Context: an optimization exercise on an open-source flow, tuned for small area. The choices shown serve that exercise and are no tape-out recipe.
The RTL was checked by simulation tests, not by an equivalence proof against the original design.
Power is estimated from default activity; no workload was simulated.

==> exp/garnet: inputs <==
Design flight_core, start of the top module:
module flight_core (
  input  logic               clk,
  input  logic               reset,
  input  logic               arm,
  input  logic               rc_valid,
  input  logic [10:0]        rc_throttle,
  input  logic [10:0]        rc_roll,
  input  logic [10:0]        rc_pitch,
  input  logic [10:0]        rc_yaw,
  input  logic               gyro_valid,
  input  logic [15:0]        gyro_roll,
  input  logic [15:0]        gyro_pitch,
  input  logic [15:0]        gyro_yaw,
  output logic               motor_1,
  output logic               motor_2,
  output logic               motor_3,
  output logic               motor_4
);
==> flow/config.mk <==
export PLATFORM = sky130hd
export DESIGN_NAME = flight_core
export DESIGN_NICKNAME = flight_core
export VERILOG_FILES = /design/flow/design.v
export SDC_FILE = /design/flow/constraint.sdc
export NUM_CORES = 4
export LEC_CHECK = 0
export CAP_MARGIN = 20
export CORE_MARGIN = 2
export CORE_UTILIZATION = 40
export PLACE_DENSITY = 0.6
export SLEW_MARGIN = 20
export SYNTH_HIERARCHICAL = 1
export SYNTH_MINIMUM_KEEP_SIZE = 0
==> flow/constraint.sdc <==
create_clock -name core_clock -period 10.0 [get_ports {clk}]
set_input_delay 2.0000 -clock core_clock [delete_from_list [all_inputs] [get_ports {clk}]]
set_output_delay 2.0000 -clock core_clock [all_outputs]
set_load 0.01 [all_outputs]
standard.sh (not shown) runs the stock make flow with config.mk's settings and CLKGATE_MAP_FILE= SYNTH_SCRIPT=/design/flow/synth_recipe.tcl, a recipe that flattens the netlist after the stock synthesis.
==> flow/flow/run.sh <==
#!/bin/bash
# The standard layout, with the smallest buffer on the ports and a clock
# tree of small buffers without dummy loads. The make output goes to
# flow_make.log here; every tool's own log stays under orfs/logs.
set -euo pipefail
CTS="-sink_clustering_enable -repair_clock_nets -buf_list sky130_fd_sc_hd__clkbuf_4 -sink_clustering_size 12 -sink_clustering_max_diameter 60 -dont_use_dummy_load"
bash standard.sh \
  "BUFFER_PORTS_ARGS=-buffer_cell sky130_fd_sc_hd__buf_1" \
  "CTS_ARGS=$CTS" \
  finish > flow_make.log 2>&1
==> exp/delta: changes against exp/garnet <==
--- a/flow/design.v
+++ b/flow/design.v
@@ -85,26 +85,27 @@
 );
   logic [10:0] u_t, u_r, u_p, u_y;
   logic [10:0] sp_t, sp_r, sp_p, sp_y;
   fc_scale i_scale_t (.v(rc_throttle), .u(u_t));
   fc_scale i_scale_r (.v(rc_roll),     .u(u_r));
   fc_scale i_scale_p (.v(rc_pitch),    .u(u_p));
   fc_scale i_scale_y (.v(rc_yaw),      .u(u_y));
-  localparam logic [43:0] SP_RST = {11'd620, 11'd620, 11'd620, 11'd120};
-  logic [43:0] sp_q, sp_u;
-  logic        sp_ld, sp_hold;
-  assign sp_u    = {u_y, u_p, u_r, u_t};
-  assign sp_ld   = ~reset & rc_valid;
-  assign sp_hold = ~reset & ~rc_valid;
   always_ff @(posedge clk) begin
-    for (int i = 0; i < 44; i++) begin
-      sp_q[i] <= (sp_ld & sp_u[i]) | (sp_hold & sp_q[i]) | (reset & SP_RST[i]);
+    if (reset) begin
+      sp_t <= 11'd120;
+      sp_r <= 11'd620;
+      sp_p <= 11'd620;
+      sp_y <= 11'd620;
+    end else if (rc_valid) begin
+      sp_t <= u_t;
+      sp_r <= u_r;
+      sp_p <= u_p;
+      sp_y <= u_y;
     end
   end
-  assign {sp_y, sp_p, sp_r, sp_t} = sp_q;
   logic [1:0] gyro_cnt;
   logic       trigger;
   assign trigger = gyro_valid && (gyro_cnt == 2'd3);
   always_ff @(posedge clk) begin
     if (reset)           gyro_cnt <= '0;
     else if (gyro_valid) gyro_cnt <= gyro_cnt + 1'b1;
   end
@@ -131,51 +132,34 @@
   assign tna = ~ta;
   fc_add18 i_pd  (.a({tb[16], tb}),   .b({tc[16], tc}),   .ci(1'b0), .s(pd));    
   fc_add18 i_qd  (.a({tb[16], tb}),   .b({tnc[16], tnc}), .ci(1'b1), .s(qd));    
   fc_add18 i_x2  (.a({ta[16], ta}),   .b(pd),             .ci(1'b0), .s(x2));    
   fc_add18 i_nx1 (.a({tna[16], tna}), .b(pd),             .ci(1'b0), .s(nx1));   
   fc_add18 i_y3  (.a({ta[16], ta}),   .b(qd),             .ci(1'b0), .s(y3));    
   fc_add18 i_x4  (.a(qd),             .b({tna[16], tna}), .ci(1'b1), .s(x4));    
-  logic        ld_g, ld_x;
-  assign ld_g = trigger && state == 3'd0;
-  assign ld_x = state == 3'd1;
-  function automatic logic [11:0] mix_bits(input logic sel_x, input logic sel_hi,
-                                           input logic sel_lo, input logic [11:0] x,
-                                           input logic [11:0] hi_v, input logic [11:0] lo_v);
-    for (int i = 0; i < 12; i++)
-      mix_bits[i] = (sel_x & x[i]) | (sel_hi & hi_v[i]) | (sel_lo & lo_v[i]);
-  endfunction
-  function automatic logic [2:0] win(input logic [17:0] x);
+  function automatic logic [11:0] sat_mix(input logic [17:0] x);
     logic lo, hi;
     lo = (&x[17:11]) & (x[10] | x[9]);
     hi = ~(|x[17:12]) & ~(x[11] & (x[10] | x[9]));
-    win = {lo | hi, x[17], ~x[17]};
+    if (lo | hi)    sat_mix = x[11:0];
+    else if (x[17]) sat_mix = 12'hA00;
+    else            sat_mix = 12'h9FF;
+  endfunction
+  function automatic logic [11:0] sat_mix3(input logic [17:0] x);
+    if (~(|x[17:12]))  sat_mix3 = x[11:0];
+    else if (x[17])    sat_mix3 = 12'h000;
+    else               sat_mix3 = 12'hFFF;
   endfunction
-  logic [17:0] x1;
-  logic [2:0]  w1, w2, w4;
-  logic        in3;
-  assign x1  = ~nx1;
-  assign w1  = win(x1);
-  assign w2  = win(x2);
-  assign w4  = win(x4);
-  assign in3 = ~(|y3[17:12]);
-  logic [47:0] rq_d;
-  assign rq_d[11:0]  = mix_bits(ld_x & w1[2], ld_x & ~w1[2] & w1[0], ld_x & ~w1[2] & w1[1],
-                                x1[11:0], 12'h9FF, 12'hA00);
-  assign rq_d[23:12] = mix_bits(ld_x & w2[2], ld_x & ~w2[2] & w2[0], ld_x & ~w2[2] & w2[1],
-                                x2[11:0], 12'h9FF, 12'hA00);
-  assign rq_d[35:24] = mix_bits(ld_x & in3, ld_x & ~in3 & ~y3[17], ld_x & ~in3 & y3[17],
-                                ~y3[11:0], 12'h000, 12'hFFF);
-  assign rq_d[47:36] = mix_bits(ld_x & w4[2], ld_x & ~w4[2] & w4[0], ld_x & ~w4[2] & w4[1],
-                                x4[11:0], 12'h9FF, 12'hA00);
   logic [10:0] thr_q;
   logic        arm_q;
   always_ff @(posedge clk) begin
-    if (ld_g | ld_x) begin
-      rq <= ({48{ld_g}} & {~gyro_yaw, gyro_pitch, gyro_roll}) | rq_d;
+    if (trigger && state == 3'd0) begin
+      rq <= {~gyro_yaw, gyro_pitch, gyro_roll};
+    end else if (state == 3'd1) begin
+      rq <= {sat_mix(x4), ~sat_mix3(y3), sat_mix(x2), sat_mix(~nx1)};
     end
     if (state == 3'd2) thr_q <= sp_t;
     if (state == 3'd3) arm_q <= arm;
   end
   logic [11:0] k;
   assign k = 12'({1'b0, thr_q} + 12'hF10);
   logic [11:0] k3;
@@ -245,33 +229,21 @@
   always_ff @(posedge clk) begin
     if (frame_take) cmd_q <= frames;
   end
   logic [3:0] pos;
   logic [2:0] tick;
   assign pos  = cnt[6:3];
   assign tick = cnt[2:0];
-  logic [1:0] hi, lo;
-  assign hi = pos[3:2];
-  assign lo = pos[1:0];
   always_comb begin
     for (int l = 0; l < 4; l++) begin
-      logic g0, g1, g2, b;
-      case (lo)
-        2'd0: begin g0 = cmd_q[l][10]; g1 = cmd_q[l][6]; g2 = cmd_q[l][2]; end
-        2'd1: begin g0 = cmd_q[l][9];  g1 = cmd_q[l][5]; g2 = cmd_q[l][1]; end
-        2'd2: begin g0 = cmd_q[l][8];  g1 = cmd_q[l][4]; g2 = cmd_q[l][0]; end
-        default: begin g0 = cmd_q[l][7]; g1 = cmd_q[l][3]; g2 = 1'b0; end
-      endcase
-      case (hi)
-        2'd0:    b = g0;
-        2'd1:    b = g1;
-        2'd2:    b = g2;
-        default: b = g0 ^ g1 ^ g2;
-      endcase
-      motor_out[l] = data && (tick < (b ? 3'd6 : 3'd3));
+      logic [15:0] f;
+      logic [11:0] x;
+      x = {cmd_q[l], 1'b0};
+      f = {x, x[11:8] ^ x[7:4] ^ x[3:0]};
+      motor_out[l] = data && (tick < (f[4'd15 - pos] ? 3'd6 : 3'd3));
     end
   end
 endmodule
 `default_nettype wire
 `timescale 1ns/1ps
 `default_nettype none
 module flight_core (
==> flow/run.sh (new file) <==
#!/bin/bash
# synth_recipe.tcl (not shown) runs the flow's synth.tcl, then flattens the netlist and writes it again
# the make line also repeats each setting of config.mk as NAME=value (left out here)
make -C /OpenROAD-flow-scripts/flow DESIGN_CONFIG=/design/flow/config.mk WORK_HOME=/design/flow/orfs CLKGATE_MAP_FILE= SYNTH_SCRIPT=/design/flow/synth_recipe.tcl finish
removed: flow/flow/run.sh
removed: flow/standard.sh
==> run summary <==
Clock-buffer cell count: exp/delta is higher than exp/garnet (2). Between exp/delta and exp/garnet, the lower sequential power is in exp/garnet (gap about 5%, measured against exp/garnet). Of exp/garnet and exp/delta, exp/delta has the higher wire length (gap about 1%, measured against exp/delta). Of exp/garnet and exp/delta, exp/delta has the higher first-iteration DRC count (gap 4.7%, measured against exp/delta). Against exp/delta, the synthesized cell count of exp/garnet is smaller by about 5%. Between exp/garnet and exp/delta, the lower non-clock buffer count is in exp/delta (gap 4).

[re-timing with driven ports]
The results above use ideal ports. As a check the final layouts listed here were re-extracted and re-timed, cells and wires unchanged.
Step 1: set_driving_cell puts a clkbuf_16 on clk and a buf_2 on each other input, an assumption about the parent block.
Step 2, shift: input delay + t, output delay - t, t = (earliest + latest rising clock arrival at the registers) / 2. This alone moves slack from input paths to output paths.
Slacks: ideal ports / drivers / drivers and shift; pairs: ideal ports / drivers.
run | t, ns | setup WS [ns] | latest minus earliest clock arrival (ns) | worst slew at a driven data input, ns
exp/garnet | 0.694 | 0.220 / 0.220 / 0.220 | 0.066 / 0.067 | 0.04
exp/delta | 0.573 | 0.310 / 0.310 / 0.310 | 0.024 / 0.025 | 0.05
After both steps every run listed still meets setup and hold.
